From an optimization exercise on the open Yosys and OpenROAD flow, aimed at small area, a short achievable clock period and few clock cycles per item; shortcuts taken in it are not production practice. The RTL was checked by simulation tests, not by an equivalence proof against the original design.

Design radial_vignette_pixel_top, start of the top module:
module radial_vignette_pixel_top
(
	input  wire logic              clk,
	input  wire logic              arst_n,
	input  wire logic              s_tvalid,
	output logic                   s_tready,
	input  wire logic [47:0]       s_tdata,
	output logic                   m_tvalid,
	input  wire logic              m_tready,
	output logic [23:0]            m_tdata,
	input  wire logic              cfg_we,
	input  wire logic [1:0]        cfg_index,
	input  wire logic [CFG_W-1:0]  cfg_data
);
	localparam int NP = 31;    
	logic [DIM_W-1:0] width_q, height_q;
	logic [FX_W-1:0]  radius_q, strength_q;
	logic             den_pend;
	logic             tok0, tok1;
	logic [26:0]      num_c;
	logic             en;
	always_ff @(posedge clk or negedge arst_n) begin
		if (!arst_n) begin
			width_q    <= 13'd640;
			height_q   <= 13'd480;
			radius_q   <= 17'd32768;
			strength_q <= 17'd32768;
		end else if (cfg_we) begin
			unique case (cfg_index)
				2'd0: width_q    <= cfg_data[DIM_W-1:0];
				2'd1: height_q   <= cfg_data[DIM_W-1:0];
				2'd2: radius_q   <= cfg_data;
				2'd3: strength_q <= cfg_data;
				default: ;
			endcase
		end
	end
	logic [25:0] den_a, den_b;
	logic [27:0] d3_a, d3_b;
	always_ff @(posedge clk or negedge arst_n) begin
		if (!arst_n) begin
			den_pend <= 1'b0;
			den_a    <= 26'd640000;
		end else begin
			if (cfg_we && !cfg_index[1])
				den_pend <= 1'b1;
			else if (en)
				den_pend <= 1'b0;
			if (en && tok1)
				den_a <= num_c[25:0];
		end
	end
	always_ff @(posedge clk) begin
		den_b <= den_a;
		d3_a  <= 28'(den_a) + 28'({den_a, 1'b0});
		d3_b  <= d3_a;
	end
	logic [16:0] fd_a;
	logic [18:0] fd3_a;
	logic [17:0] s3_q;
	always_ff @(posedge clk) begin
		fd_a  <= 17'h10000 - radius_q;
		fd3_a <= 19'(fd_a) + 19'({fd_a, 1'b0});
		s3_q  <= 18'(strength_q[15:0]) + 18'({strength_q[15:0], 1'b0});
	end
	logic [12:0] w_eff, h_eff;
  ...
Settings: LEC_CHECK=0, ABC_AREA=1, CAP_MARGIN=20, CORE_MARGIN=2, CORE_UTILIZATION=55, CTS_CLUSTER_SIZE=30, SLEW_MARGIN=20, SETUP_SLACK_MARGIN=6.5; clock period 10.0 ns.
standard.sh (not shown) runs the stock make flow with config.mk's settings and CLKGATE_MAP_FILE= SYNTH_SCRIPT=/design/flow/synth_recipe.tcl, a recipe that flattens the netlist after the stock synthesis.
==> flow/flow/run.sh <==
#!/bin/bash
set -euo pipefail
echo "export SETUP_SLACK_MARGIN = 6.5" >> config.mk
bash standard.sh > standard.log 2>&1
Testbench counts at the start, summed over its fixed seeds: cycles 17,408, items 16,384.
Edit:
ABC_AREA = 0   (was 1)
CTS_CLUSTER_SIZE = default   (was 30)
Outcome: Area after synthesis is lower by 3.5%; routed wire length is lower by 5.2%; sequential cell count does not change; critical path depth is higher by 5; utilization is higher by 6.2 points; clock-buffer cell count is lower by 5; setup slack gets worse by 540 ps; synthesized cell count is lower by 21%.

amber:
Another version of the RTL of radial_vignette_pixel_top (not shown whole).
Size: about 19000 cells after synthesis, about 2200 flip-flops.
Settings: LEC_CHECK=0, ABC_AREA=1, CAP_MARGIN=20, CORE_MARGIN=2, CORE_UTILIZATION=40, SLEW_MARGIN=20, SETUP_SLACK_MARGIN=7; clock period 10.0 ns.
==> flow/flow/run.sh <==
#!/bin/bash
set -euo pipefail
echo "export SETUP_SLACK_MARGIN = 7" >> config.mk
bash standard.sh > standard.log 2>&1
Testbench counts of amber, summed over its fixed seeds: cycles 17,440, items 16,384.
## Diff of input files: harbor against amber
- SETUP_SLACK_MARGIN changed from 7 to 6
==> flow/flow/run.sh <==
#!/bin/bash
set -euo pipefail
echo "export SETUP_SLACK_MARGIN = 6" >> config.mk
bash standard.sh > standard.log 2>&1
## What came out
~same number of combinational gates with multiple inputs in harbor and amber. Critical path depth | harbor below amber. The clock skew was comparable across harbor and amber. Max worst setup slack across harbor and amber: amber. Taking amber as the reference, in harbor DRC violation total after the first TritonRoute iteration now smaller, global-route wire length before repair now smaller, detailed-route wire length now smaller.
diff inputs: harbor => lagoon
- SETUP_SLACK_MARGIN: 6 -> 6.5
==> flow/flow/run.sh <==
#!/bin/bash
set -euo pipefail
echo "export SETUP_SLACK_MARGIN = 6.5" >> config.mk
bash standard.sh > standard.log 2>&1
==> comparison <==
Headroom to the max-slew limit ended up 0.38 points higher on lagoon than on harbor.
As far as count of inverters other than clock inverters in the layout is concerned, lagoon and harbor perform about the same.
harbor vs lagoon, type of the setup path with the least slack: flop to flop vs flop to primary output
harbor has a higher register share of the cell area than lagoon.
Input changes introduced in quartz (baseline for comparison: lagoon):
- swapping 40 for 55 in CORE_UTILIZATION
==> comparison <==
Total number of cells along the worst setup path in quartz is 10 higher than in lagoon. Going from lagoon to quartz, first-pass GRT wire length lower, remaining max-slew budget at the tightest pin higher. Compared to lagoon, quartz has number of well taps about 28% lower. Compared lagoon against quartz; via count of the first global-routing pass within noise. Between lagoon and quartz, the register-to-register slack does not differ in any meaningful way. Summary of quartz over lagoon: design area down 3100 sq um, share of final-layout standard cells stronger than drive strength 1 went down 0.19 points. quartz: total wire length about 2.5% below lagoon.
The following lists how garnet was set up differently from quartz:
- clearing SETUP_SLACK_MARGIN, which used to be 6.5
- swapping 55 for 40 in CORE_UTILIZATION
==> flow/run.sh (new file) <==
#!/bin/bash
# synth_recipe.tcl (not shown) runs the flow's synth.tcl, then flattens the netlist and writes it again
# the make line also repeats each setting of config.mk as NAME=value (left out here)
make -C /OpenROAD-flow-scripts/flow DESIGN_CONFIG=/design/flow/config.mk WORK_HOME=/design/flow/orfs CLKGATE_MAP_FILE= SYNTH_SCRIPT=/design/flow/synth_recipe.tcl finish
removed: flow/flow/run.sh
removed: flow/standard.sh
--- outcome ---
- Sequential share of layout area, garnet and quartz: lower on quartz
- garnet ended up with g_s4[3].rm_r[14] as its timing endpoint of the critical path; quartz ended up with t2s30[21].
- Of garnet and quartz, the run reporting the lower non-clock buffer contribution to total cell area was garnet.
- For the final cell count, garnet came in 4.5% higher than quartz did.
- Per the comparison of garnet with quartz, total placed cells including tap cells went up, largest incremental delay on the critical path now sits lower, critical path depth moved up, setup slack after layout decreased by 0.78 ns relative to the old numbers.
- The higher aggregate global-route resource usage came out of quartz.
- quartz ended up with fa_2 as its critical-path cell with the highest stage delay; garnet ended up with nand2_1.
- Between garnet and quartz, it is garnet whose cell area is lower, by 5300 sq um.

## north
radial_vignette_pixel_top with an RTL version that a note above also has.
Size in the first run: about 19000 cells after synthesis, ~98 I/O pins.
==> flow/config.mk <==
export PLATFORM = sky130hd
export DESIGN_NAME = radial_vignette_pixel_top
export DESIGN_NICKNAME = radial_vignette_pixel_top
export VERILOG_FILES = /design/flow/design.v
export SDC_FILE = /design/flow/constraint.sdc
export NUM_CORES = 4
export LEC_CHECK = 0
export ABC_AREA = 1
export CAP_MARGIN = 20
export CORE_MARGIN = 2
export CORE_UTILIZATION = 55
export SLEW_MARGIN = 20
export SETUP_SLACK_MARGIN = 6.25
==> flow/constraint.sdc <==
create_clock -name core_clock -period 10.0 [get_ports {clk}]
set_input_delay 2.0000 -clock core_clock [delete_from_list [all_inputs] [get_ports {clk}]]
set_output_delay 2.0000 -clock core_clock [all_outputs]
set_load 0.01 [all_outputs]
==> flow/flow/run.sh <==
#!/bin/bash
set -euo pipefail
echo "export SETUP_SLACK_MARGIN = 6.25" >> config.mk
bash standard.sh > standard.log 2>&1
Testbench counts of north, summed over its fixed seeds: cycles 17,408, items 16,384.
--- input diff north..west ---
# north
export LEC_CHECK = 0
export ABC_AREA = 1
export CAP_MARGIN = 20
export CORE_MARGIN = 2
export CORE_UTILIZATION = 55
export SLEW_MARGIN = 20
export SETUP_SLACK_MARGIN = 6.25
create_clock -name core_clock -period 10.0 [get_ports {clk}]
# west
export LEC_CHECK = 0
export ABC_AREA = 1
export CAP_MARGIN = 20
export CORE_MARGIN = 2
export CORE_UTILIZATION = 55
export SLEW_MARGIN = 20
export SETUP_SLACK_MARGIN = 6.5
create_clock -name core_clock -period 10.0 [get_ports {clk}]
==> flow/flow/run.sh <==
#!/bin/bash
set -euo pipefail
echo "export SETUP_SLACK_MARGIN = 6.5" >> config.mk
bash standard.sh > standard.log 2>&1
[summary]
- Compared with north, in west number of cells upsized or downsized after cts up 441, sum of routed wire length over all layers up 8500 um, post-route worst setup slack up 0.030 ns, cell count of the worst reg-to-reg path up 5.

[port drivers added, routing unchanged]
How much do the figures lean on ideal ports? The routed layouts below were timed once more, with nothing changed but the port constraints. Step 1, drivers: a clkbuf_16 drives clk and a buf_2 each remaining input, both assumed. Step 2 moves the port delays by t, midway between the first and last clock arrival at a register: inputs arrive t later, outputs are due t later. That takes back most of the time a late clock gives input paths. a / b / c = ideal ports / drivers / drivers and shift; a / b = the first two.
run | shift t [ns] | setup slack, ns | worst setup path after step 2
the first run of note 1 | 1.028 | 6.288 / 6.179 / 5.631 | input to register
the second run of note 1 | 0.998 | 5.749 / 5.749 / 5.281 | input to register
amber | 1.039 | 6.240 / 6.161 / 6.095 | input to register
harbor | 1.033 | 6.053 / 5.995 / 5.795 | input to register
lagoon | 1.036 | 6.284 / 6.170 / 5.792 | input to register
quartz | 1.040 | 6.297 / 6.197 / 5.758 | input to register
garnet | 1.030 | 5.513 / 5.438 / 5.513 | register to register
north | 1.028 | 6.258 / 6.188 / 5.395 | input to register
west | 1.028 | 6.288 / 6.179 / 5.631 | input to register
After both steps every run listed still meets setup and hold. For north, which loses most, drivers alone change the setup slack by -0.070 ns; drivers and shift together by -0.863 ns.
